Context: an optimization exercise on an open-source flow, tuned for small area. The choices shown serve that exercise and are no tape-out recipe. Only simulation tests tie the RTL to the original design; equivalence was not proved. Power and IR drop assume default switching activity.

==> inputs of v17 <==
Design regfile_sb, start of the top module:
module regfile_sb #(
    parameter int XLEN   = 32,
    parameter int ADDR_W = 5
) (
    input  logic              clk,
    input  logic              rst,
    output logic              ready,
    input  logic [ADDR_W-1:0] address_1,
    input  logic [ADDR_W-1:0] address_2,
    output logic [XLEN-1:0]   read_data_1,
    output logic [XLEN-1:0]   read_data_2,
    output logic              busy_1,
    output logic              busy_2,
    input  logic              write_enable_3,
    input  logic [ADDR_W-1:0] address_3,
    input  logic [XLEN-1:0]   write_data_3,
    input  logic              reserve_enable,
    input  logic [ADDR_W-1:0] reserve_address
);
==> module regfile_sb_dec, before the edit <==
module regfile_sb_dec #(
    parameter int ADDR_W = 5
) (
    input  logic [ADDR_W-1:0]     addr,
    output logic [2**ADDR_W-1:1]  sel
);
    always_comb begin
        for (int i = 1; i < 2 ** ADDR_W; i++) sel[i] = (addr == ADDR_W'(i));
    end
endmodule
==> module regfile_sb, before the edit <==
module regfile_sb #(
    parameter int XLEN   = 32,
    parameter int ADDR_W = 5
) (
    input  logic              clk,
    input  logic              rst,
    output logic              ready,
    input  logic [ADDR_W-1:0] address_1,
    input  logic [ADDR_W-1:0] address_2,
    output logic [XLEN-1:0]   read_data_1,
    output logic [XLEN-1:0]   read_data_2,
    output logic              busy_1,
    output logic              busy_2,
    input  logic              write_enable_3,
    input  logic [ADDR_W-1:0] address_3,
    input  logic [XLEN-1:0]   write_data_3,
    input  logic              reserve_enable,
    input  logic [ADDR_W-1:0] reserve_address
);
    localparam int DEPTH = 2 ** ADDR_W;
    localparam int NREG  = DEPTH - 1;
    logic [ADDR_W-1:0] ptr_q;
    assign ready = (ptr_q == '0);
    always_ff @(posedge clk) begin
        if (rst)         ptr_q <= ADDR_W'(1);
        else if (!ready) ptr_q <= ptr_q + ADDR_W'(1);
    end
    logic [DEPTH-1:1] wsel, rsel;
    regfile_sb_dec #(.ADDR_W(ADDR_W)) u_decw (.addr(address_3),       .sel(wsel));
    regfile_sb_dec #(.ADDR_W(ADDR_W)) u_decr (.addr(reserve_address), .sel(rsel));
    logic            run;
    logic [NREG-1:0] row_we, row_hold, row_rsv;
    assign run = ready && !rst;
    always_comb begin
        for (int i = 0; i < NREG; i++) begin
            row_we[i]   = run && write_enable_3 && wsel[i+1];
            row_hold[i] = run && !(write_enable_3 && wsel[i+1]);
            row_rsv[i]  = run && reserve_enable && rsel[i+1];
        end
    end
    logic [NREG-1:0] mem_q [XLEN];
    logic [NREG-1:0] mem_d [XLEN];
    logic [NREG-1:0] busy_q;
    for (genvar b = 0; b < XLEN; b++) begin : g_bit
        for (genvar i = 0; i < NREG; i++) begin : g_reg
            regfile_sb_wbit u_w (.we(row_we[i]), .wd(write_data_3[b]), .hold(row_hold[i]),
                                 .q(mem_q[b][i]), .d(mem_d[b][i]));
        end
        always_ff @(posedge clk) mem_q[b] <= mem_d[b];
    end
    always_ff @(posedge clk) begin
        if (rst) busy_q <= '0;
        else     busy_q <= row_rsv | (busy_q & row_hold);
    end
    logic [DEPTH-1:1] sel1, sel2;
    regfile_sb_dec #(.ADDR_W(ADDR_W)) u_dec1 (.addr(address_1), .sel(sel1));
    regfile_sb_dec #(.ADDR_W(ADDR_W)) u_dec2 (.addr(address_2), .sel(sel2));
    for (genvar b = 0; b < XLEN; b++) begin : g_rd
        regfile_sb_rdbit u_rd1 (.sel(sel1), .d(mem_q[b]), .q(read_data_1[b]));
        regfile_sb_rdbit u_rd2 (.sel(sel2), .d(mem_q[b]), .q(read_data_2[b]));
    end
    regfile_sb_rdbit u_rb1 (.sel(sel1), .d(busy_q), .q(busy_1));
    regfile_sb_rdbit u_rb2 (.sel(sel2), .d(busy_q), .q(busy_2));
endmodule
clock: 7.0 ns
lec_check: 0
cap_margin: 20
core_margin: 2
core_utilization: 40
slew_margin: 20
synth_hierarchical: 1
run.sh (not shown) runs the stock make flow with config.mk's settings and CLKGATE_MAP_FILE= SYNTH_SCRIPT=/design/flow/synth_recipe.tcl, a recipe that flattens the netlist after the stock synthesis.
==> inputs of v18, as changes to v17 <==
--- a/flow/design.v
+++ b/flow/design.v
@@ -1,11 +1,13 @@
 module regfile_sb_dec #(
-    parameter int ADDR_W = 5
+    parameter int ADDR_W = 5,
+    parameter bit USE_EN = 1'b1
 ) (
+    input  logic                  en,
     input  logic [ADDR_W-1:0]     addr,
     output logic [2**ADDR_W-1:1]  sel
 );
     always_comb begin
-        for (int i = 1; i < 2 ** ADDR_W; i++) sel[i] = (addr == ADDR_W'(i));
+        for (int i = 1; i < 2 ** ADDR_W; i++) sel[i] = (en || !USE_EN) && (addr == ADDR_W'(i));
     end
 endmodule
 module regfile_sb_wbit (
@@ -16,6 +18,14 @@
     output logic d
 );
     assign d = (we & wd) | (hold & q);
+endmodule
+module regfile_sb_bbit (
+    input  logic rsv,
+    input  logic hold,
+    input  logic q,
+    output logic d
+);
+    assign d = rsv | (hold & q);
 endmodule
 module regfile_sb_aoi3 (
     input  logic [2:0] sel,
@@ -69,19 +79,14 @@
         if (rst)         ptr_q <= ADDR_W'(1);
         else if (!ready) ptr_q <= ptr_q + ADDR_W'(1);
     end
-    logic [DEPTH-1:1] wsel, rsel;
-    regfile_sb_dec #(.ADDR_W(ADDR_W)) u_decw (.addr(address_3),       .sel(wsel));
-    regfile_sb_dec #(.ADDR_W(ADDR_W)) u_decr (.addr(reserve_address), .sel(rsel));
     logic            run;
     logic [NREG-1:0] row_we, row_hold, row_rsv;
     assign run = ready && !rst;
-    always_comb begin
-        for (int i = 0; i < NREG; i++) begin
-            row_we[i]   = run && write_enable_3 && wsel[i+1];
-            row_hold[i] = run && !(write_enable_3 && wsel[i+1]);
-            row_rsv[i]  = run && reserve_enable && rsel[i+1];
-        end
-    end
+    regfile_sb_dec #(.ADDR_W(ADDR_W)) u_decw (
+        .en(run && write_enable_3), .addr(address_3), .sel(row_we));
+    regfile_sb_dec #(.ADDR_W(ADDR_W)) u_decr (
+        .en(run && reserve_enable), .addr(reserve_address), .sel(row_rsv));
+    assign row_hold = {NREG{run}} & ~row_we;
     logic [NREG-1:0] mem_q [XLEN];
     logic [NREG-1:0] mem_d [XLEN];
     logic [NREG-1:0] busy_q;
@@ -92,13 +97,14 @@
         end
         always_ff @(posedge clk) mem_q[b] <= mem_d[b];
     end
-    always_ff @(posedge clk) begin
-        if (rst) busy_q <= '0;
-        else     busy_q <= row_rsv | (busy_q & row_hold);
+    logic [NREG-1:0] busy_d;
+    for (genvar i = 0; i < NREG; i++) begin : g_busy
+        regfile_sb_bbit u_b (.rsv(row_rsv[i]), .hold(row_hold[i]), .q(busy_q[i]), .d(busy_d[i]));
     end
+    always_ff @(posedge clk) busy_q <= busy_d;
     logic [DEPTH-1:1] sel1, sel2;
-    regfile_sb_dec #(.ADDR_W(ADDR_W)) u_dec1 (.addr(address_1), .sel(sel1));
-    regfile_sb_dec #(.ADDR_W(ADDR_W)) u_dec2 (.addr(address_2), .sel(sel2));
+    regfile_sb_dec #(.ADDR_W(ADDR_W), .USE_EN(1'b0)) u_dec1 (.en(1'b1), .addr(address_1), .sel(sel1));
+    regfile_sb_dec #(.ADDR_W(ADDR_W), .USE_EN(1'b0)) u_dec2 (.en(1'b1), .addr(address_2), .sel(sel2));
     for (genvar b = 0; b < XLEN; b++) begin : g_rd
         regfile_sb_rdbit u_rd1 (.sel(sel1), .d(mem_q[b]), .q(read_data_1[b]));
         regfile_sb_rdbit u_rd2 (.sel(sel2), .d(mem_q[b]), .q(read_data_2[b]));
==> flow/flow/run.sh (new file) <==
#!/bin/bash
# Standard ORFS layout (the standard.sh), with two changes: clock tree
# synthesis with larger sink clusters of small clock buffers and no dummy
# loads, and port buffers of the smallest buffer cell.
set -euo pipefail
export CTS_ARGS="-sink_clustering_enable -repair_clock_nets -dont_use_dummy_load -sink_clustering_size 18 -sink_clustering_max_diameter 60 -buf_list {sky130_fd_sc_hd__clkbuf_8}"
export BUFFER_PORTS_ARGS="-buffer_cell sky130_fd_sc_hd__buf_1"
bash standard.sh finish > standard.log 2>&1
==> flow/standard.sh (new file) <==
#!/bin/bash
# synth_recipe.tcl (not shown) runs the flow's synth.tcl, then flattens the netlist and writes it again
# the make line also repeats each setting of config.mk as NAME=value (left out here)
make -C /OpenROAD-flow-scripts/flow DESIGN_CONFIG=/design/flow/config.mk WORK_HOME=/design/flow/orfs CLKGATE_MAP_FILE= SYNTH_SCRIPT=/design/flow/synth_recipe.tcl "${@:-finish}"
Settings changed: CORE_UTILIZATION 40 to 55.
removed: flow/run.sh
==> inputs of v38, as changes to v17 <==
--- a/flow/design.v
+++ b/flow/design.v
@@ -1,11 +1,13 @@
 module regfile_sb_dec #(
-    parameter int ADDR_W = 5
+    parameter int ADDR_W = 5,
+    parameter bit USE_EN = 1'b1
 ) (
+    input  logic                  en,
     input  logic [ADDR_W-1:0]     addr,
     output logic [2**ADDR_W-1:1]  sel
 );
     always_comb begin
-        for (int i = 1; i < 2 ** ADDR_W; i++) sel[i] = (addr == ADDR_W'(i));
+        for (int i = 1; i < 2 ** ADDR_W; i++) sel[i] = (en || !USE_EN) && (addr == ADDR_W'(i));
     end
 endmodule
 module regfile_sb_wbit (
@@ -16,6 +18,14 @@
     output logic d
 );
     assign d = (we & wd) | (hold & q);
+endmodule
+module regfile_sb_bbit (
+    input  logic rsv,
+    input  logic hold,
+    input  logic q,
+    output logic d
+);
+    assign d = rsv | (hold & q);
 endmodule
 module regfile_sb_aoi3 (
     input  logic [2:0] sel,
@@ -69,19 +79,14 @@
         if (rst)         ptr_q <= ADDR_W'(1);
         else if (!ready) ptr_q <= ptr_q + ADDR_W'(1);
     end
-    logic [DEPTH-1:1] wsel, rsel;
-    regfile_sb_dec #(.ADDR_W(ADDR_W)) u_decw (.addr(address_3),       .sel(wsel));
-    regfile_sb_dec #(.ADDR_W(ADDR_W)) u_decr (.addr(reserve_address), .sel(rsel));
     logic            run;
     logic [NREG-1:0] row_we, row_hold, row_rsv;
     assign run = ready && !rst;
-    always_comb begin
-        for (int i = 0; i < NREG; i++) begin
-            row_we[i]   = run && write_enable_3 && wsel[i+1];
-            row_hold[i] = run && !(write_enable_3 && wsel[i+1]);
-            row_rsv[i]  = run && reserve_enable && rsel[i+1];
-        end
-    end
+    regfile_sb_dec #(.ADDR_W(ADDR_W)) u_decw (
+        .en(run && write_enable_3), .addr(address_3), .sel(row_we));
+    regfile_sb_dec #(.ADDR_W(ADDR_W)) u_decr (
+        .en(run && reserve_enable), .addr(reserve_address), .sel(row_rsv));
+    assign row_hold = {NREG{run}} & ~row_we;
     logic [NREG-1:0] mem_q [XLEN];
     logic [NREG-1:0] mem_d [XLEN];
     logic [NREG-1:0] busy_q;
@@ -92,13 +97,14 @@
         end
         always_ff @(posedge clk) mem_q[b] <= mem_d[b];
     end
-    always_ff @(posedge clk) begin
-        if (rst) busy_q <= '0;
-        else     busy_q <= row_rsv | (busy_q & row_hold);
+    logic [NREG-1:0] busy_d;
+    for (genvar i = 0; i < NREG; i++) begin : g_busy
+        regfile_sb_bbit u_b (.rsv(row_rsv[i]), .hold(row_hold[i]), .q(busy_q[i]), .d(busy_d[i]));
     end
+    always_ff @(posedge clk) busy_q <= busy_d;
     logic [DEPTH-1:1] sel1, sel2;
-    regfile_sb_dec #(.ADDR_W(ADDR_W)) u_dec1 (.addr(address_1), .sel(sel1));
-    regfile_sb_dec #(.ADDR_W(ADDR_W)) u_dec2 (.addr(address_2), .sel(sel2));
+    regfile_sb_dec #(.ADDR_W(ADDR_W), .USE_EN(1'b0)) u_dec1 (.en(1'b1), .addr(address_1), .sel(sel1));
+    regfile_sb_dec #(.ADDR_W(ADDR_W), .USE_EN(1'b0)) u_dec2 (.en(1'b1), .addr(address_2), .sel(sel2));
     for (genvar b = 0; b < XLEN; b++) begin : g_rd
         regfile_sb_rdbit u_rd1 (.sel(sel1), .d(mem_q[b]), .q(read_data_1[b]));
         regfile_sb_rdbit u_rd2 (.sel(sel2), .d(mem_q[b]), .q(read_data_2[b]));
==> flow/flow/run.sh (new file) <==
#!/bin/bash
# Standard ORFS layout (the standard.sh), with two changes: clock tree
# synthesis with larger sink clusters of small clock buffers and no dummy
# loads, and port buffers of the smallest buffer cell.
set -euo pipefail
export CTS_ARGS="-sink_clustering_enable -repair_clock_nets -dont_use_dummy_load -sink_clustering_size 18 -sink_clustering_max_diameter 60 -buf_list {sky130_fd_sc_hd__clkbuf_8}"
export BUFFER_PORTS_ARGS="-buffer_cell sky130_fd_sc_hd__buf_1"
bash standard.sh finish > standard.log 2>&1
==> flow/standard.sh (new file) <==
#!/bin/bash
# synth_recipe.tcl (not shown) runs the flow's synth.tcl, then flattens the netlist and writes it again
# the make line also repeats each setting of config.mk as NAME=value (left out here)
make -C /OpenROAD-flow-scripts/flow DESIGN_CONFIG=/design/flow/config.mk WORK_HOME=/design/flow/orfs CLKGATE_MAP_FILE= SYNTH_SCRIPT=/design/flow/synth_recipe.tcl "${@:-finish}"
Settings changed: CAP_MARGIN 20 to 10, CORE_UTILIZATION 40 to 50, SLEW_MARGIN 20 to 10.
removed: flow/run.sh
==> inputs of v4, as changes to v17 <==
--- a/flow/design.v
+++ b/flow/design.v
@@ -1,11 +1,13 @@
 module regfile_sb_dec #(
-    parameter int ADDR_W = 5
+    parameter int ADDR_W = 5,
+    parameter bit USE_EN = 1'b1
 ) (
+    input  logic                  en,
     input  logic [ADDR_W-1:0]     addr,
     output logic [2**ADDR_W-1:1]  sel
 );
     always_comb begin
-        for (int i = 1; i < 2 ** ADDR_W; i++) sel[i] = (addr == ADDR_W'(i));
+        for (int i = 1; i < 2 ** ADDR_W; i++) sel[i] = (en || !USE_EN) && (addr == ADDR_W'(i));
     end
 endmodule
 module regfile_sb_wbit (
@@ -16,6 +18,14 @@
     output logic d
 );
     assign d = (we & wd) | (hold & q);
+endmodule
+module regfile_sb_bbit (
+    input  logic rsv,
+    input  logic hold,
+    input  logic q,
+    output logic d
+);
+    assign d = rsv | (hold & q);
 endmodule
 module regfile_sb_aoi3 (
     input  logic [2:0] sel,
@@ -69,19 +79,14 @@
         if (rst)         ptr_q <= ADDR_W'(1);
         else if (!ready) ptr_q <= ptr_q + ADDR_W'(1);
     end
-    logic [DEPTH-1:1] wsel, rsel;
-    regfile_sb_dec #(.ADDR_W(ADDR_W)) u_decw (.addr(address_3),       .sel(wsel));
-    regfile_sb_dec #(.ADDR_W(ADDR_W)) u_decr (.addr(reserve_address), .sel(rsel));
     logic            run;
     logic [NREG-1:0] row_we, row_hold, row_rsv;
     assign run = ready && !rst;
-    always_comb begin
-        for (int i = 0; i < NREG; i++) begin
-            row_we[i]   = run && write_enable_3 && wsel[i+1];
-            row_hold[i] = run && !(write_enable_3 && wsel[i+1]);
-            row_rsv[i]  = run && reserve_enable && rsel[i+1];
-        end
-    end
+    regfile_sb_dec #(.ADDR_W(ADDR_W)) u_decw (
+        .en(run && write_enable_3), .addr(address_3), .sel(row_we));
+    regfile_sb_dec #(.ADDR_W(ADDR_W)) u_decr (
+        .en(run && reserve_enable), .addr(reserve_address), .sel(row_rsv));
+    assign row_hold = {NREG{run}} & ~row_we;
     logic [NREG-1:0] mem_q [XLEN];
     logic [NREG-1:0] mem_d [XLEN];
     logic [NREG-1:0] busy_q;
@@ -92,13 +97,14 @@
         end
         always_ff @(posedge clk) mem_q[b] <= mem_d[b];
     end
-    always_ff @(posedge clk) begin
-        if (rst) busy_q <= '0;
-        else     busy_q <= row_rsv | (busy_q & row_hold);
+    logic [NREG-1:0] busy_d;
+    for (genvar i = 0; i < NREG; i++) begin : g_busy
+        regfile_sb_bbit u_b (.rsv(row_rsv[i]), .hold(row_hold[i]), .q(busy_q[i]), .d(busy_d[i]));
     end
+    always_ff @(posedge clk) busy_q <= busy_d;
     logic [DEPTH-1:1] sel1, sel2;
-    regfile_sb_dec #(.ADDR_W(ADDR_W)) u_dec1 (.addr(address_1), .sel(sel1));
-    regfile_sb_dec #(.ADDR_W(ADDR_W)) u_dec2 (.addr(address_2), .sel(sel2));
+    regfile_sb_dec #(.ADDR_W(ADDR_W), .USE_EN(1'b0)) u_dec1 (.en(1'b1), .addr(address_1), .sel(sel1));
+    regfile_sb_dec #(.ADDR_W(ADDR_W), .USE_EN(1'b0)) u_dec2 (.en(1'b1), .addr(address_2), .sel(sel2));
     for (genvar b = 0; b < XLEN; b++) begin : g_rd
         regfile_sb_rdbit u_rd1 (.sel(sel1), .d(mem_q[b]), .q(read_data_1[b]));
         regfile_sb_rdbit u_rd2 (.sel(sel2), .d(mem_q[b]), .q(read_data_2[b]));
==> flow/flow/run.sh (new file) <==
#!/bin/bash
# Standard ORFS layout (the standard.sh), with two changes: clock tree
# synthesis with larger sink clusters of small clock buffers and no dummy
# loads, and port buffers of the smallest buffer cell.
set -euo pipefail
export CTS_ARGS="-sink_clustering_enable -repair_clock_nets -dont_use_dummy_load -sink_clustering_size 18 -sink_clustering_max_diameter 60 -buf_list {sky130_fd_sc_hd__clkbuf_8}"
export BUFFER_PORTS_ARGS="-buffer_cell sky130_fd_sc_hd__buf_1"
bash standard.sh finish > standard.log 2>&1
==> flow/standard.sh (new file) <==
#!/bin/bash
# synth_recipe.tcl (not shown) runs the flow's synth.tcl, then flattens the netlist and writes it again
# the make line also repeats each setting of config.mk as NAME=value (left out here)
make -C /OpenROAD-flow-scripts/flow DESIGN_CONFIG=/design/flow/config.mk WORK_HOME=/design/flow/orfs CLKGATE_MAP_FILE= SYNTH_SCRIPT=/design/flow/synth_recipe.tcl "${@:-finish}"
Settings changed: CAP_MARGIN 20 to 10, CORE_UTILIZATION 40 to 55, SLEW_MARGIN 20 to 10.
removed: flow/run.sh
==> notes.md <==
| item | v4 | v17 | v38 | v18 |
|---|---|---|---|---|
| Setup Slack @ Placement | 1.270 ns | 0.7311 ns | 1.245 ns | 1.270 ns |
| DR WL met2 | 76200 um | 78510 um | 80190 um | 76910 um |
| Pleak | 15.53 nW | 17.61 nW | 15.66 nW | 15.58 nW |
| Critical path depth | 7 | 8 | 7 | 7 |
| Minimum setup slack among reg-to-reg paths | 2.49 ns | 3.91 ns | 2.10 ns | 2.46 ns |
| Overall via count from detail_route | 40.63k | 40.63k | 40.67k | 40.59k |
| Worst R2R Path Depth | 10 | 7 | 9 | 10 |
| Worst setup path endpoint | read_data_1[17] | read_data_1[23] | read_data_1[6] | read_data_1[1] |
| First-pass GRT wire length | 265600 um | 275100 um | 278300 um | 265600 um |
| Synth-to-Final Area Change | 11.51% | 22.20% | 12.23% | 11.80% |
| Number of antenna diodes | 12 | 6 | 7 | 12 |
| Buffers & Inverters on Critical Path | 2 | 3 | 2 | 2 |
| Met1 Track Usage GR | 58.97% | 47.77% | 58.52% | 58.97% |
| Layout net count | 3668 | 3883 | 3689 | 3673 |
| Critical-path top delay cell | sky130_fd_sc_hd__nand4_1 | sky130_fd_sc_hd__clkdlybuf4s50_1 | sky130_fd_sc_hd__nand2b_1 | sky130_fd_sc_hd__a222oi_1 |
| Max Freq | 0.1671 GHz | 0.1552 GHz | 0.1668 GHz | 0.1649 GHz |
| Via count of the first global-routing pass | 38.93k | 38.18k | 38.97k | 38.93k |
| Delay of the slowest cell on the worst path | 0.71 ns | 0.63 ns | 0.73 ns | 0.69 ns |
| Run status | complete, no violations | complete, no violations | complete, no violations | complete, no violations |
| Final Skew | 0.03402 ns | 0.01999 ns | 0.06611 ns | 0.03379 ns |

port drivers added, routing unchanged:
The flow's constraints put no driver on any port. The routed layouts listed below were extracted and timed again, unchanged, in two steps. Step 1 assumes that a clkbuf_16 drives the clock port and a buf_2 every other input. Step 2 moves the port delays by t, midway between the first and last clock arrival at a register: inputs arrive t later, outputs are due t later. That takes back most of the time a late clock gives input paths. a / b / c = ideal / step 1 / step 2; a / b = the first two.
| run | t (ns) | slack for setup (ns) | worst data-port slew with drivers (ns) |
|---|---|---|---|
| v17 | 0.765 | 0.558 / 0.537 / 0.537 | 0.08 |
| v18 | 0.787 | 0.937 / 0.834 / 0.834 | 0.13 |
| v38 | 0.803 | 1.004 / 0.901 / 0.901 | 0.13 |
| v4 | 0.783 | 1.015 / 0.914 / 0.914 | 0.12 |
After both steps every run listed still meets setup and hold.
